Source: an optimization exercise on an open RTL-to-GDS flow (aim: small area, a short achievable clock period and few clock cycles). Production flows keep margins and buffers that such runs may drop. Only simulation tests tie the RTL to the original design; equivalence was not proved. Power and IR drop assume default switching activity.

==> flow/design.v (excerpt) <==
module cnn_conv_top (
    input  logic        clk,
    input  logic        reset,
    input  logic        pix_valid,
    output logic        pix_ready,
    input  logic [7:0]  pix_byte,
    output logic        out_valid,
    input  logic        out_ready,
    output logic [15:0] out_data,
    output logic [2:0]  out_channel,
    output logic        out_last
);
For scale: about 2000 cells after synthesis, ~30000 um^2 of cells after synthesis.
Settings: LEC_CHECK=0, CAP_MARGIN=20, CORE_MARGIN=2, CORE_UTILIZATION=60, CTS_CLUSTER_DIAMETER=70, CTS_CLUSTER_SIZE=24, SLEW_MARGIN=20; clock period 9.0 ns.
standard.sh (not shown) runs the stock make flow with config.mk's settings and CLKGATE_MAP_FILE= SYNTH_SCRIPT=/design/flow/synth_recipe.tcl, a recipe that flattens the netlist after the stock synthesis.
==> flow/flow/run.sh <==
#!/bin/bash
set -o pipefail
cp standard.sh standard.sh.txt
export SETUP_SLACK_MARGIN=6.3
bash standard.sh > standard.log 2>&1
Testbench counts at the start, summed over its fixed seeds: cycles 43,940.
Change:
--- a/flow/flow/run.sh
+++ b/flow/flow/run.sh
@@ -4 +4 @@
-export SETUP_SLACK_MARGIN=6.3
+export SETUP_SLACK_MARGIN=6.1
Settings changed: CORE_UTILIZATION 60 to 50, CTS_CLUSTER_DIAMETER 70 to 90, CTS_CLUSTER_SIZE 24 to 26.
Effect: Die area is higher by 20%; sequential cell count is unchanged; routed wire length rises by 0.71%; final area falls by 1.3%; final cell count rises by 3.1%.
Change:
--- a/flow/flow/run.sh
+++ b/flow/flow/run.sh
@@ -4 +4 @@
-export SETUP_SLACK_MARGIN=6.1
+export SETUP_SLACK_MARGIN=6.3
=>
- core utilization increases by 0.52 points
- worst hold slack degrades by 4.9 ps
- clock power increases by about 3%
- non-clock buffer count increases by 18
- fmax barely changes
- first-iteration DRC count decreases by 6.6%
- total power increases by 2.8%
- synthesized cell count stays the same
- global-route usage increases by 0.20 points

rev 12:
The RTL this note starts from:
==> flow/design.v <==
`timescale 1ns/1ps
module cnn_conv_top (
    input  logic        clk,
    input  logic        reset,
    input  logic        pix_valid,
    output logic        pix_ready,
    input  logic [7:0]  pix_byte,
    output logic        out_valid,
    input  logic        out_ready,
    output logic [15:0] out_data,
    output logic [2:0]  out_channel,
    output logic        out_last
);
    localparam int IMG   = 28;
    localparam int DEPTH = 2 * IMG + 3;
    logic [7:0]         in_byte;    
    logic               in_full;
    logic [DEPTH*8-1:0] sr;         
    logic [4:0]         row;        
    logic [4:0]         col;
    logic               busy;       
    logic               warm;       
    logic [2:0]         cc;         
    logic               win_last;   
    logic               pend6;      
    logic               pend7;      
    logic               pend_last;
    logic               ov;         
    logic take, push, push_ok, issue, adv_out, is_win, late;
    logic busy_nx, full_nx, pend6_nx, pend7_nx;
    logic [2:0] cc_nx, ch;
    logic [7:0] q_new;
    assign q_new = 8'(({1'b0, in_byte} + 9'd1) >> 1);
    assign late    = (cc == 3'd6) || (cc == 3'd7);
    assign take    = pix_valid && pix_ready;
    assign adv_out = !ov || out_ready;
    assign issue   = (pend6 || pend7 || (busy && !warm)) && adv_out;
    assign ch      = pend6 ? 3'd6 : (pend7 ? 3'd7 : cc);
    assign push_ok = !busy || (late && !pend6 && !pend7);
    assign push    = in_full && push_ok;
    assign is_win  = (row >= 5'd2) && (col >= 5'd2);
    assign full_nx = take || (in_full && !push);
    always_comb begin
        busy_nx  = busy;
        cc_nx    = cc;
        pend6_nx = pend6;
        pend7_nx = pend7;
        if (issue) begin
            if (pend6) begin
                pend6_nx = 1'b0;
            end else if (pend7) begin
                pend7_nx = 1'b0;
            end else begin
                cc_nx = cc + 3'd1;
                if (cc == 3'd7) busy_nx = 1'b0;
            end
        end
        if (push) begin
            if (busy) begin
                pend6_nx = (cc == 3'd6) && !issue;
                pend7_nx = !(issue && cc == 3'd7);
            end
            busy_nx = is_win;
            cc_nx   = 3'd0;
        end
    end
    always_ff @(posedge clk) begin
        if (!in_full || push) in_byte <= pix_byte;
        if (push) sr <= {sr[(DEPTH-1)*8-1:0], q_new};
    end
    always_ff @(posedge clk) begin
        if (reset) begin
            in_full   <= 1'b0;
            pix_ready <= 1'b1;
            busy      <= 1'b0;
            warm      <= 1'b0;
            cc        <= 3'd0;
            pend6     <= 1'b0;
            pend7     <= 1'b0;
            row       <= 5'd0;
            col       <= 5'd0;
        end else begin
            in_full   <= full_nx;
            busy      <= busy_nx;
            warm      <= push;
            cc        <= cc_nx;
            pend6     <= pend6_nx;
            pend7     <= pend7_nx;
            pix_ready <= !full_nx || !busy_nx ||
                         ((cc_nx == 3'd6 || cc_nx == 3'd7) && !pend6_nx && !pend7_nx);
            if (push) begin
                if (col == 5'(IMG - 1)) begin
                    col <= 5'd0;
                    row <= (row == 5'(IMG - 1)) ? 5'd0 : row + 5'd1;
                end else begin
                    col <= col + 5'd1;
                end
            end
        end
    end
    always_ff @(posedge clk) begin
        if (push) begin
            win_last <= (row == 5'(IMG - 1)) && (col == 5'(IMG - 1));
            if (busy) pend_last <= win_last;
        end
    end
    logic [7:0] a, b, c, d, e, f, g, h, i;
    assign a = sr[58*8 +: 8];
    assign b = sr[57*8 +: 8];
    assign c = sr[56*8 +: 8];
    assign d = sr[30*8 +: 8];
    assign e = sr[29*8 +: 8];
    assign f = sr[28*8 +: 8];
    assign g = sr[2*8 +: 8];
    assign h = sr[1*8 +: 8];
    assign i = sr[0*8 +: 8];
    logic signed [13:0] se;
    assign se = $signed({6'd0, e});
    logic signed [9:0]  r1_v0;
    logic [8:0]         r1_sa, r1_sb, r1_sc, r1_sd;
    logic signed [8:0]  r1_p, r1_q, r1_u, r1_v;
    logic signed [10:0] r2_v1, r2_v2, r2_v3, r2_z, r2_uv;
    logic [9:0]         r2_nac, r2_nbd;
    logic [10:0]        r3_n;
    logic signed [10:0] r3_v5;
    logic signed [10:0] r4_v4, r4_v6;
    logic signed [12:0] r4_y;
    logic [14:0]        r5_v7;
    logic signed [13:0] p14, q14, u14, v14, sb14, sd14, z14, uv14, n14, y14;
    logic signed [19:0] w7;
    assign p14  = 14'(r1_p);
    assign q14  = 14'(r1_q);
    assign u14  = 14'(r1_u);
    assign v14  = 14'(r1_v);
    assign sb14 = $signed({5'd0, r1_sb});
    assign sd14 = $signed({5'd0, r1_sd});
    assign z14  = 14'(r2_z);
    assign uv14 = 14'(r2_uv);
    assign n14  = $signed({3'd0, r3_n});
    assign y14  = 14'(r4_y);
    assign w7   = $signed({y14, 7'd50}) - 20'(y14 <<< 1) - 20'(y14);
    always_ff @(posedge clk) begin
        r1_v0  <= 10'({2'd0, e} - 10'(({2'd0, i} + 10'd7) >> 3));
        r1_sa  <= {1'b0, a} + {1'b0, i};
        r1_sb  <= {1'b0, b} + {1'b0, h};
        r1_sc  <= {1'b0, c} + {1'b0, g};
        r1_sd  <= {1'b0, d} + {1'b0, f};
        r1_p   <= $signed({1'b0, a}) - $signed({1'b0, i});
        r1_q   <= $signed({1'b0, g}) - $signed({1'b0, c});
        r1_u   <= $signed({1'b0, b}) - $signed({1'b0, h});
        r1_v   <= $signed({1'b0, d}) - $signed({1'b0, f});
        r2_v1  <= 11'(q14 - u14 - p14 + 14'sd4);
        r2_v2  <= 11'((-p14 - q14 - (v14 <<< 1) - 14'sd16) >>> 1);
        r2_v3  <= 11'((se <<< 2) + 14'sd2 - sb14 - sd14);
        r2_nac <= {1'b0, r1_sa} + {1'b0, r1_sc};
        r2_nbd <= {1'b0, r1_sb} + {1'b0, r1_sd};
        r2_z   <= 11'((p14 <<< 1) + q14);
        r2_uv  <= 11'(u14 + v14);
        r3_n   <= {1'b0, r2_nac} + {1'b0, r2_nbd};
        r3_v5  <= 11'(((z14 <<< 1) + z14 + (uv14 <<< 1) + 14'sd80) >>> 3);
        r4_v4  <= 11'((n14 - (se <<< 1) - 14'sd48) >>> 3);
        r4_y   <= 13'((n14 <<< 1) + n14 - se + 14'sd6);
    end
    always_ff @(posedge clk) begin
        if (!(pend6 || (busy && cc == 3'd6)))
            r4_v6 <= 11'(((se <<< 3) + (se <<< 2) - n14 - 14'sd12) >>> 2);
        if (!(pend7 || (busy && late))) begin
            if (y14 < 14'sd0)          r5_v7 <= 15'd0;
            else if (y14 > 14'sd2096)  r5_v7 <= 15'd32767;
            else                       r5_v7 <= w7[17:3];
        end
    end
    logic signed [10:0] vsel;
    logic [15:0]        res;
    always_comb begin
        case (ch)
            3'd0: vsel = 11'(r1_v0);
            3'd1: vsel = r2_v1;
            3'd2: vsel = r2_v2;
            3'd3: vsel = r2_v3;
            3'd4: vsel = r4_v4;
            3'd5: vsel = r3_v5;
            default: vsel = r4_v6;
        endcase
        if (ch == 3'd7)    res = {1'b0, r5_v7};
        else if (vsel[10]) res = 16'd0;
        else               res = {6'd0, vsel[9:0]};
    end
    always_ff @(posedge clk) begin
        if (reset) begin
            out_valid <= 1'b0;
            ov        <= 1'b0;
        end else if (adv_out) begin
            out_valid <= issue;
            ov        <= issue;
        end
    end
    always_ff @(posedge clk) begin
        if (adv_out) begin
            out_data    <= res;
            out_channel <= ch;
            out_last    <= (ch == 3'd7) && (pend7 ? pend_last : win_last);
        end
    end
endmodule
export LEC_CHECK = 0
export CAP_MARGIN = 20
export CORE_MARGIN = 2
export CORE_UTILIZATION = 40
export CTS_BUF_LIST = sky130_fd_sc_hd__clkbuf_4 sky130_fd_sc_hd__clkbuf_8
export CTS_CLUSTER_SIZE = 20
export SLEW_MARGIN = 20
create_clock -name core_clock -period 9.0 [get_ports {clk}]
==> flow/flow/run.sh <==
#!/bin/bash
set -o pipefail
cp standard.sh standard.sh.txt
export SETUP_SLACK_MARGIN=6.0
bash standard.sh > standard.log 2>&1
Testbench counts of rev 12, summed over its fixed seeds: cycles 44,144.
diff inputs: rev 12 => rev 13
--- a/flow/config.mk
+++ b/flow/config.mk
@@ -10,4 +10,2 @@
 export CORE_UTILIZATION = 40
-export CTS_BUF_LIST = sky130_fd_sc_hd__clkbuf_4 sky130_fd_sc_hd__clkbuf_8
-export CTS_CLUSTER_SIZE = 20
 export SLEW_MARGIN = 20
[summary]
The clock period minus final worst setup slack of rev 13 and that of rev 12 are within noise of each other.
Comparing count of clock-buffer cells in the layout for rev 12 and rev 13, the bigger number came from rev 12.
The setup slack of rev 13 and that of rev 12 are within noise of each other.

Setup of build 9:
cnn_conv_top, a different RTL version from the one above (not shown whole).
Size: roughly 2000 cells after synthesis, about 730 flip-flops, about 0.030 mm^2 of cells after synthesis.
==> flow/design.v (excerpt) <==
module cnn_conv_top (
    input  logic        clk,
    input  logic        reset,
    input  logic        pix_valid,
    output logic        pix_ready,
    input  logic [7:0]  pix_byte,
    output logic        out_valid,
    input  logic        out_ready,
    output logic [15:0] out_data,
    output logic [2:0]  out_channel,
    output logic        out_last
);
clock: 9.0 ns
lec_check: 0
cap_margin: 20
core_margin: 2
core_utilization: 40
cts_cluster_diameter: 100
cts_cluster_size: 30
slew_margin: 20
==> flow/flow/run.sh <==
#!/bin/bash
set -o pipefail
cp standard.sh standard.sh.txt
export SETUP_SLACK_MARGIN=6.3
bash standard.sh > standard.log 2>&1
Testbench counts of build 9, summed over its fixed seeds: cycles 43,940.
Inputs modified between build 9 and build 36:
Settings: CTS_CLUSTER_SIZE no longer set, was 30; CTS_CLUSTER_DIAMETER no longer set, was 100.
Findings:
- Build 36: done, clean on timing, DRC and antenna
- Compared with build 9, vias after detailed routing in build 36 increased by a few percent.
- Looking at cell count, build 36 sits above build 9.
- The internal power consumption of build 36 exceeds that of build 9 by 18%.
- Clock buffer instance count of the final layout was lower in build 9 than in build 36.
#### Input delta (build 80 over build 36)
Settings: setting CTS_CLUSTER_SIZE to 26 for the first time; changing CORE_UTILIZATION from 40 to 50; setting CTS_CLUSTER_DIAMETER to 90 for the first time.
Notes after the runs:
- Build 80: fraction of standard cell area in multi-input logic is 1.2 points higher than what build 36 reported.
- From build 36 to build 80 the numbers moved as follows: number of ordinary inverters in the final layout grew by 0.90%, worst setup slack up 0.022 ns.
- Full die area of build 80 falls short of that of build 36 by more than 10%.
> inputs changed (build 80 -> build 3)
Settings: CTS_CLUSTER_DIAMETER now 60, was 90; CTS_CLUSTER_SIZE now 30, was 26; CORE_UTILIZATION now 40, was 50.
Results
Per the comparison of build 3 with build 80, count of buffers not belonging to the clock network in the layout went up 5; tap cell count rose 196.
Build 3 went all the way through synthesis, placement and routing and the layout is clean on timing, DRC and antenna.
Against build 80, build 3 reports a number of post-CTS setup repair buffers that is higher.
Build 3 ended up with a lower number of ordinary inverters in the final layout than build 80 did.

== run A ==
cnn_conv_top, a different RTL version from the one above (not shown whole).
Size in the first run: ~2,000 cells after synthesis, ~700 flip-flops, roughly 34 I/O pins.
clock: 9.0 ns
lec_check: 0
cap_margin: 20
core_margin: 2
core_utilization: 50
cts_buf_list: sky130_fd_sc_hd__clkbuf_8
cts_cluster_diameter: 70
cts_cluster_size: 20
slew_margin: 20
==> flow/flow/run.sh <==
#!/bin/bash
set -o pipefail
cp standard.sh standard.sh.txt
export SETUP_SLACK_MARGIN=6.1
bash standard.sh > standard.log 2>&1
Testbench counts of run A, summed over its fixed seeds: cycles 44,144.
[inputs] run B vs run A
- CTS_CLUSTER_SIZE now 26, was 20
- CTS_CLUSTER_DIAMETER now 90, was 70
- CTS_BUF_LIST no longer set, was sky130_fd_sc_hd__clkbuf_8
Run B vs run A — global-route wire length before repair dropped slightly
Summary of run B over run A: via count of the first global-routing pass fell 99, via count barely changed, global-route usage saw a decrease.
Taking run A as the reference, in run B final routed wirelength across all metal layers decreased about 0.6%, final worst slack increased 0.078 ns, area added between synthesis and finish increased 0.63 points, post-route met1 wirelength essentially unchanged.
Every stage of the flow completed for run B, and the final layout passed the timing, design-rule and antenna checks.
Setup slack of the most critical reg-to-reg path | run B above run A
Per the comparison of run B with run A, design internal power higher; clock period minus worst slack decreased 0.078 ns.
Input-level comparison between run C and run B:
- a change of CTS_CLUSTER_SIZE from 26 to 28
- a change of CTS_CLUSTER_DIAMETER from 90 to 80
Notes after the runs:
- Tightest slew margin relative to the limit: run B vs run C, no meaningful difference
- Summary of run C over run B: global-route usage held steady; sequential share of cell area was more or less identical; clock power moved up.
What run D does differently from run C at the input level:
- swapping 28 for 34 in CTS_CLUSTER_SIZE
- swapping 80 for 60 in CTS_CLUSTER_DIAMETER
- putting CTS_BUF_LIST at sky130_fd_sc_hd__clkbuf_16 where nothing was set
Where post-route minimum period is concerned, run C is better than run D. Going from run C to run D, length of routed met2 wiring level, final period utilization rose by 0.34 points, clock insertion delay at the later pin of the skew report went up by 0.04 ns.
[inputs] run E vs run D
- removing CTS_BUF_LIST (formerly sky130_fd_sc_hd__clkbuf_16)
- changing CTS_CLUSTER_DIAMETER from 60 to 90
- changing CTS_CLUSTER_SIZE from 34 to 26
==> flow/flow/run.sh <==
#!/bin/bash
set -o pipefail
cp standard.sh standard.sh.txt
export SETUP_SLACK_MARGIN=5.95
bash standard.sh > standard.log 2>&1
## What came out
- Run E closes out successfully: all stages finished, all timing, DRC and antenna checks passed.
- Number of stages on the worst setup path for run E: 8 up relative to run D
- [compare] base=run D new=run E: flip-flop and latch share of the layout cell area +1.5 points; final area shrank by 2.5%.
- Going from run D to run E, final estimated routing congestion in global placement shrank slightly.
- Summary of run E over run D: total wire length after detailed routing down about 1%; logic gate share of total power stayed essentially flat.

cnn_conv_top with an RTL version that a note above also has.
Size: about 2000 cells after synthesis, about 730 flip-flops, roughly 34 I/O pins, roughly 0.030 mm2 of cells after synthesis.
==> flow/config.mk <==
export PLATFORM = sky130hd
export DESIGN_NAME = cnn_conv_top
export DESIGN_NICKNAME = cnn_conv_top
export VERILOG_FILES = /design/flow/design.v
export SDC_FILE = /design/flow/constraint.sdc
export NUM_CORES = 4
export LEC_CHECK = 0
export CAP_MARGIN = 20
export CORE_MARGIN = 2
export CORE_UTILIZATION = 40
export CTS_CLUSTER_DIAMETER = 90
export CTS_CLUSTER_SIZE = 26
export SLEW_MARGIN = 20
==> flow/constraint.sdc <==
create_clock -name core_clock -period 9.0 [get_ports {clk}]
set_input_delay 1.8000 -clock core_clock [delete_from_list [all_inputs] [get_ports {clk}]]
set_output_delay 1.8000 -clock core_clock [all_outputs]
set_load 0.01 [all_outputs]
==> flow/flow/run.sh <==
#!/bin/bash
set -o pipefail
cp standard.sh standard.sh.txt
export SETUP_SLACK_MARGIN=6.3
bash standard.sh > standard.log 2>&1
Testbench counts at the start, summed over its fixed seeds: cycles 43,940.
==> next run, changes <==
==> flow/flow/run.sh (replaced) <==
#!/bin/bash
set -o pipefail
cp standard.sh standard.sh.txt
export SETUP_SLACK_MARGIN=6.0
bash standard.sh > standard.log 2>&1
- CTS_CLUSTER_DIAMETER: 90 -> unset
- CTS_CLUSTER_SIZE: 26 -> unset
Setup slack got worse by 28 ps.
Design area is higher by 4.2%.
Clock power went up by 80%.
Via count grows by 2.1%.
Routed wire length rose by 2.1%.
Area after synthesis is unchanged.
First-iteration DRC count is about the same.
Critical path depth rises by 16.
Maximum frequency decreases by 0.97%.
Clock-buffer cell count grows by 39.

afterwards: timing with drivers on the ports:
Ports are ideal in the flow. The routed layouts listed here were re-timed in OpenROAD.
Step 1, drivers: a clkbuf_16 drives clk and a buf_2 each remaining input, both assumed.
Step 2, shift: input delay + t, output delay - t, t = (earliest + latest rising clock arrival at the registers) / 2. This alone moves slack from input paths to output paths.
Slacks: ideal / step 1 / step 2; pairs: ideal / step 1.
run | shift t [ns] | setup slack, ns | worst slew at a driven data input, ns
the first run of note 1 | 0.643 | 6.104 / 6.045 / 5.738 | 0.03
the second run of note 1 | 0.621 | 6.107 / 6.047 / 5.592 | 0.03
the third run of note 1 | 0.631 | 6.107 / 6.050 / 5.945 | 0.04
rev 12 | 0.763 | 5.809 / 5.809 / 5.409 | 0.03
rev 13 | 0.676 | 5.808 / 5.808 / 5.551 | 0.03
build 9 | 0.692 | 6.039 / 5.977 / 5.925 | 0.03
build 36 | 0.670 | 6.074 / 6.013 / 5.937 | 0.03
build 80 | 0.640 | 6.096 / 6.039 / 5.933 | 0.03
build 3 | 0.659 | 6.084 / 6.025 / 5.903 | 0.03
run A | 0.716 | 6.011 / 5.954 / 5.537 | 0.04
run B | 0.620 | 6.089 / 6.029 / 5.619 | 0.04
run C | 0.629 | 6.084 / 6.024 / 5.550 | 0.04
run D | 0.657 | 6.054 / 5.995 / 5.572 | 0.04
run E | 0.636 | 5.948 / 5.948 / 5.541 | 0.04
the first run of note 5 | 0.640 | 6.090 / 6.032 / 5.920 | 0.03
the second run of note 5 | 0.678 | 6.062 / 6.007 / 5.452 | 0.03
After both steps setup and hold are still met in every run listed. The setup slack of the second run of note 5, which loses most, moves by -0.055 ns with the drivers and by -0.610 ns with both steps.
